Background: an optimization exercise with open tools, aiming at small area, a short achievable clock period and few clock cycles. Do not read the settings as production practice.
RTL that was checked went through simulation tests only; none was proved equivalent to the original.
No activity file was given, so power comes from the tool's default toggle rates.

oak:
==> flow/design.v (excerpt) <==
module frame_loader #(
    parameter int H_RES   = 640,
    parameter int V_RES   = 480,
    parameter int BPP     = 1,
    parameter int RAM_LAT = 1,
    parameter int ADDR_W  = 9,
    parameter int COORD_W = 11
) (
    input  logic           CLOCK_50,
    input  logic           reset_n,
    input  logic           start,
    input  logic           abort,
    input  logic           mirror,
    output logic           busy,
    output logic           done,
    output logic [ADDR_W-1:0]    read_addr,
    input  logic [H_RES*BPP-1:0] q,
    output logic [COORD_W-1:0]   pix_x,
    output logic [COORD_W-1:0]   pix_y,
    output logic [BPP-1:0]       pix_color,
    output logic                 pix_valid,
    input  logic                 pix_ready
);
Size: roughly 680 I/O pins, ~0.0070 mm² of cells after synthesis.
==> module frame_loader, before the edit <==
module frame_loader #(
    parameter int H_RES   = 640,
    parameter int V_RES   = 480,
    parameter int BPP     = 1,
    parameter int RAM_LAT = 1,
    parameter int ADDR_W  = 9,
    parameter int COORD_W = 11
) (
    input  logic           CLOCK_50,
    input  logic           reset_n,
    input  logic           start,
    input  logic           abort,
    input  logic           mirror,
    output logic           busy,
    output logic           done,
    output logic [ADDR_W-1:0]    read_addr,
    input  logic [H_RES*BPP-1:0] q,
    output logic [COORD_W-1:0]   pix_x,
    output logic [COORD_W-1:0]   pix_y,
    output logic [BPP-1:0]       pix_color,
    output logic                 pix_valid,
    input  logic                 pix_ready
);
    localparam int CW = 10;
    localparam int NC = 32;           
    localparam int NG = H_RES / NC;   
    localparam logic [CW-1:0]     X_LAST = H_RES - 1;
    localparam logic [ADDR_W-1:0] Y_LAST = V_RES - 1;
    localparam logic [CW-1:0]     PRE_FWD = '1;
    localparam logic [CW-1:0]     PRE_REV = H_RES;
    logic              busy_q, done_q, valid_q, wait_q, prime_q, first_q;
    logic [ADDR_W-1:0] y_q;
    logic              mirror_q, last_q, color_q;
    logic [CW-1:0]     x_q;
    logic [NG-1:0]     grp_n;
    logic [3:0]        lo_q;      
    logic [7:0]        hi_q;      
    logic [4:0]        g_q;       
    logic hs, row_start, step, fill, mir;
    assign hs        = valid_q && pix_ready;
    assign row_start = !busy_q || hs && last_q;    
    assign step      = first_q || hs && !last_q;   
    assign fill      = prime_q || step;            
    assign mir       = busy_q ? mirror_q : mirror;
    logic [CW-1:0] x_next, x_next2;
    assign x_next  = mirror_q ? x_q - 1'b1 : x_q + 1'b1;
    assign x_next2 = mirror_q ? x_q - 2'd2 : x_q + 2'd2;
    logic [NC-1:0] csel;
    logic [NG-1:0] grp_d;
    always_comb
        for (int k = 0; k < NC; k++) csel[k] = lo_q[k % 4] && hi_q[k / 4];
    for (genvar j = 0; j < NG; j++) begin : g_grp
        fl_grp u (.d(q[NC*j +: NC]), .sel(csel), .y_n(grp_d[j]));
    end
    logic [NG-1:0] gsel;
    logic          pix_d;
    always_comb
        for (int j = 0; j < NG; j++) gsel[j] = g_q == 5'(j);
    assign pix_d = |(~grp_n & gsel);
    always_ff @(posedge CLOCK_50 or negedge reset_n) begin
        if (!reset_n) begin
            busy_q  <= 1'b0;
            done_q  <= 1'b0;
            valid_q <= 1'b0;
            wait_q  <= 1'b0;
            prime_q <= 1'b0;
            first_q <= 1'b0;
            y_q     <= '0;
        end else begin
            done_q <= 1'b0;
            if (!busy_q) begin
                if (start && !abort && !done_q) busy_q <= 1'b1;
                prime_q <= 1'b1;
            end else if (abort) begin
                busy_q  <= 1'b0;
                valid_q <= 1'b0;
                wait_q  <= 1'b0;
                prime_q <= 1'b0;
                first_q <= 1'b0;
                y_q     <= '0;
            end else if (valid_q) begin
                if (pix_ready && last_q) begin
                    valid_q <= 1'b0;
                    if (y_q == Y_LAST) begin
                        busy_q <= 1'b0;
                        done_q <= 1'b1;
                        y_q    <= '0;
                    end else begin
                        wait_q <= 1'b1;
                        y_q    <= y_q + 1'b1;
                    end
                end
            end else if (wait_q) begin
                wait_q  <= 1'b0;
                prime_q <= 1'b1;
            end else if (prime_q) begin
                prime_q <= 1'b0;
                first_q <= 1'b1;
            end else if (first_q) begin
                first_q <= 1'b0;
                valid_q <= 1'b1;
            end
        end
    end
    always_ff @(posedge CLOCK_50) begin
        if (!busy_q) mirror_q <= mirror;
        if (row_start) begin
            x_q    <= mir ? PRE_REV : PRE_FWD;
            last_q <= 1'b0;
            g_q    <= mir ? 5'(NG - 1) : 5'd0;
        end else if (step) begin
            x_q     <= x_next;
            last_q  <= x_next == (mirror_q ? '0 : X_LAST);
            g_q     <= x_next2[9:5];
            color_q <= pix_d;
        end
        if (row_start) begin
            lo_q <= mir ? 4'b1000 : 4'b0001;
            hi_q <= mir ? 8'h80 : 8'h01;
        end else if (fill) begin
            lo_q <= mirror_q ? {lo_q[0], lo_q[3:1]} : {lo_q[2:0], lo_q[3]};
            if (mirror_q ? lo_q[0] : lo_q[3])
                hi_q <= mirror_q ? {hi_q[0], hi_q[7:1]} : {hi_q[6:0], hi_q[7]};
        end
        if (fill) grp_n <= grp_d;
    end
    assign busy      = busy_q;
    assign done      = done_q;
    assign read_addr = y_q;
    assign pix_x     = {{(COORD_W-CW){1'b0}}, x_q};
    assign pix_y     = {{(COORD_W-ADDR_W){1'b0}}, y_q};
    assign pix_color = color_q;
    assign pix_valid = valid_q;
endmodule
export LEC_CHECK = 0
export CAP_MARGIN = 20
export CORE_AREA = 5 5 235 235
export DIE_AREA = 0 0 240 240
export SETUP_SLACK_MARGIN = 3.0
export SLEW_MARGIN = 20
export SYNTH_HIERARCHICAL = 1
export SYNTH_MINIMUM_KEEP_SIZE = 0
export BUFFER_PORTS_ARGS = -buffer_cell sky130_fd_sc_hd__buf_1
export IO_CONSTRAINTS = /design/flow/flow/io.tcl
create_clock -name core_clock -period 5.0 [get_ports {CLOCK_50}]
standard.sh (not shown) runs the stock make flow with config.mk's settings and CLKGATE_MAP_FILE= SYNTH_SCRIPT=/design/flow/synth_recipe.tcl, a recipe that flattens the netlist after the stock synthesis.
==> flow/flow/run.sh <==
#!/bin/bash
# The standard layout (standard.sh) with two changes to how it is made:
# every port is buffered by the smallest buffer, sky130_fd_sc_hd__buf_1,
# instead of the one buffer_ports picks; and the q pins are placed in bit
# order (flow/io.tcl) so that each 32-bit group of the colour select sits
# together on one edge.
set -euo pipefail
echo 'export BUFFER_PORTS_ARGS = -buffer_cell sky130_fd_sc_hd__buf_1' >> config.mk
echo "export IO_CONSTRAINTS = $PWD/flow/io.tcl" >> config.mk
if [[ -f flow/extra.mk ]]; then cat flow/extra.mk >> config.mk; fi
bash standard.sh > standard.log 2>&1
==> flow/flow/io.tcl <==
# q pins in bit order, 160 to a side, so each 32-bit group of the colour
# select sits together on one edge
set sides {bottom right top left}
for {set s 0} {$s < 4} {incr s} {
  set names {}
  for {set i [expr {$s * 160}]} {$i < [expr {($s + 1) * 160}]} {incr i} {
    lappend names "q\[$i\]"
  }
  set_io_pin_constraint -region [lindex $sides $s]:* -pin_names $names -group -order
}
Testbench counts of oak, summed over its fixed seeds: cycles 4,938,256.
Input changes introduced in pine (baseline for comparison: oak):
-- flow/design.v --
<<< oak, line 38
    logic [4:0]        g_q;       
    logic hs, row_start, step, fill, mir;
    assign hs        = valid_q && pix_ready;
    assign row_start = !busy_q || hs && last_q;    
>>> pine, line 38
    logic [4:0]        g_q;       
    logic hs, row_start, step, fill, mir;
    logic pix_d;
    assign hs        = valid_q && pix_ready;
    assign row_start = !busy_q || hs && last_q;    
<<< oak, line 43
    assign fill      = prime_q || step;            
    assign mir       = busy_q ? mirror_q : mirror;
    logic [CW-1:0] x_next, x_next2;
    assign x_next  = mirror_q ? x_q - 1'b1 : x_q + 1'b1;
    assign x_next2 = mirror_q ? x_q - 2'd2 : x_q + 2'd2;
    logic [NC-1:0] csel;
    logic [NG-1:0] grp_d;
>>> pine, line 44
    assign fill      = prime_q || step;            
    assign mir       = busy_q ? mirror_q : mirror;
    logic [CW-1:0] x_next, x_next2, x_step;
    assign x_next  = mirror_q ? x_q - 1'b1 : x_q + 1'b1;
    assign x_next2 = mirror_q ? x_q - 2'd2 : x_q + 2'd2;
    logic [CW-1:0] x_d;
    logic          color_d;
    logic [CW-1:0] x_pre;
    assign x_pre = mir ? PRE_REV : PRE_FWD;
    for (genvar i = 0; i < CW; i++) begin : g_xmux
        fl_mux u_step (.s(step), .a(x_next[i]), .b(x_q[i]), .y(x_step[i]));
        fl_mux u_row (.s(row_start), .a(x_pre[i]), .b(x_step[i]), .y(x_d[i]));
    end
    fl_mux u_cmux (.s(step), .a(pix_d), .b(color_q), .y(color_d));
    logic [NC-1:0] csel;
    logic [NG-1:0] grp_d;
<<< oak, line 54
    end
    logic [NG-1:0] gsel;
    logic          pix_d;
    always_comb
        for (int j = 0; j < NG; j++) gsel[j] = g_q == 5'(j);
>>> pine, line 64
    end
    logic [NG-1:0] gsel;
    always_comb
        for (int j = 0; j < NG; j++) gsel[j] = g_q == 5'(j);
<<< oak, line 106
        if (!busy_q) mirror_q <= mirror;
        if (row_start) begin
            x_q    <= mir ? PRE_REV : PRE_FWD;
            last_q <= 1'b0;
            g_q    <= mir ? 5'(NG - 1) : 5'd0;
        end else if (step) begin
            x_q     <= x_next;
            last_q  <= x_next == (mirror_q ? '0 : X_LAST);
            g_q     <= x_next2[9:5];
            color_q <= pix_d;
        end
        if (row_start) begin
            lo_q <= mir ? 4'b1000 : 4'b0001;
>>> pine, line 115
        if (!busy_q) mirror_q <= mirror;
        if (row_start) begin
            last_q <= 1'b0;
            g_q    <= mir ? 5'(NG - 1) : 5'd0;
        end else if (step) begin
            last_q  <= x_next == (mirror_q ? '0 : X_LAST);
            g_q     <= x_next2[9:5];
        end
        x_q     <= x_d;
        color_q <= color_d;
        if (row_start) begin
            lo_q <= mir ? 4'b1000 : 4'b0001;
<<< oak, line 140
    assign y_n = !(|(d & sel));
endmodule
>>> pine, line 148
    assign y_n = !(|(d & sel));
endmodule
module fl_mux (
    input  logic s,
    input  logic a,
    input  logic b,
    output logic y
);
    assign y = s ? a : b;
endmodule
[summary]
- Compared with oak, in pine wire length of the first global-routing pass moved down, final HPWL from detailed placement down 3.7%.
- [compare] base=oak new=pine: count of placed standard cells in the final layout, fillers left out saw a decrease; global routing met1 resource utilization went down.
- Looking at cell leakage power across both flows, pine is the stronger of the two, with oak trailing.
- pine: number of vias in the routed layout is about 2.6% lower than what oak reported.
- Synthesized area: oak vs pine — no meaningful difference
- pine vs oak, category of the most critical setup path: register to register vs register to output port
- Compared to oak, pine has design area about 4.7% lower.
- Net switching power delta (pine − oak): favourable
- Last weighted congestion value of the routability-driven placer | pine above oak
- Summary: with oak as the reference, layout net count in pine moved down slightly.
- oak | status: complete | timing, DRC, antenna: pass
- pine went all the way through the flow, and no timing, DRC or antenna check failed.
- Diff oak and pine: worst setup slack lower in pine
- Power consumption shrinks by a little under 10% when moving from oak to pine.
For pine, only the layout was checked, not whether the RTL still works.

## separate check: timing with driven ports
In the flow no input, the clock included, has a driving cell. The finished layouts below were timed again as built, in two steps.
Step 1 sets driving cells, clkbuf_16 on the clock port and buf_2 on the other inputs (assumed; they add their load-dependent delay and slew).
Step 2 moves the port delays by t, midway between the first and last clock arrival at a register: inputs arrive t later, outputs are due t later. That takes back most of the time a late clock gives input paths.
Three values: ideal ports, drivers, drivers and shift; two values: the first two.
| run | t (ns) | setup WS [ns] | latest minus earliest clock arrival (ns) |
|---|---|---|---|
| oak | 0.403 | 2.888 / 2.842 / 2.662 | 0.018 / 0.019 |
| pine | 0.391 | 2.573 / 2.573 / 2.573 | 0.010 / 0.010 |
After both steps setup and hold are still met in every run listed. For oak, which loses most, drivers alone change the setup slack by -0.046 ns; drivers and shift together by -0.226 ns.
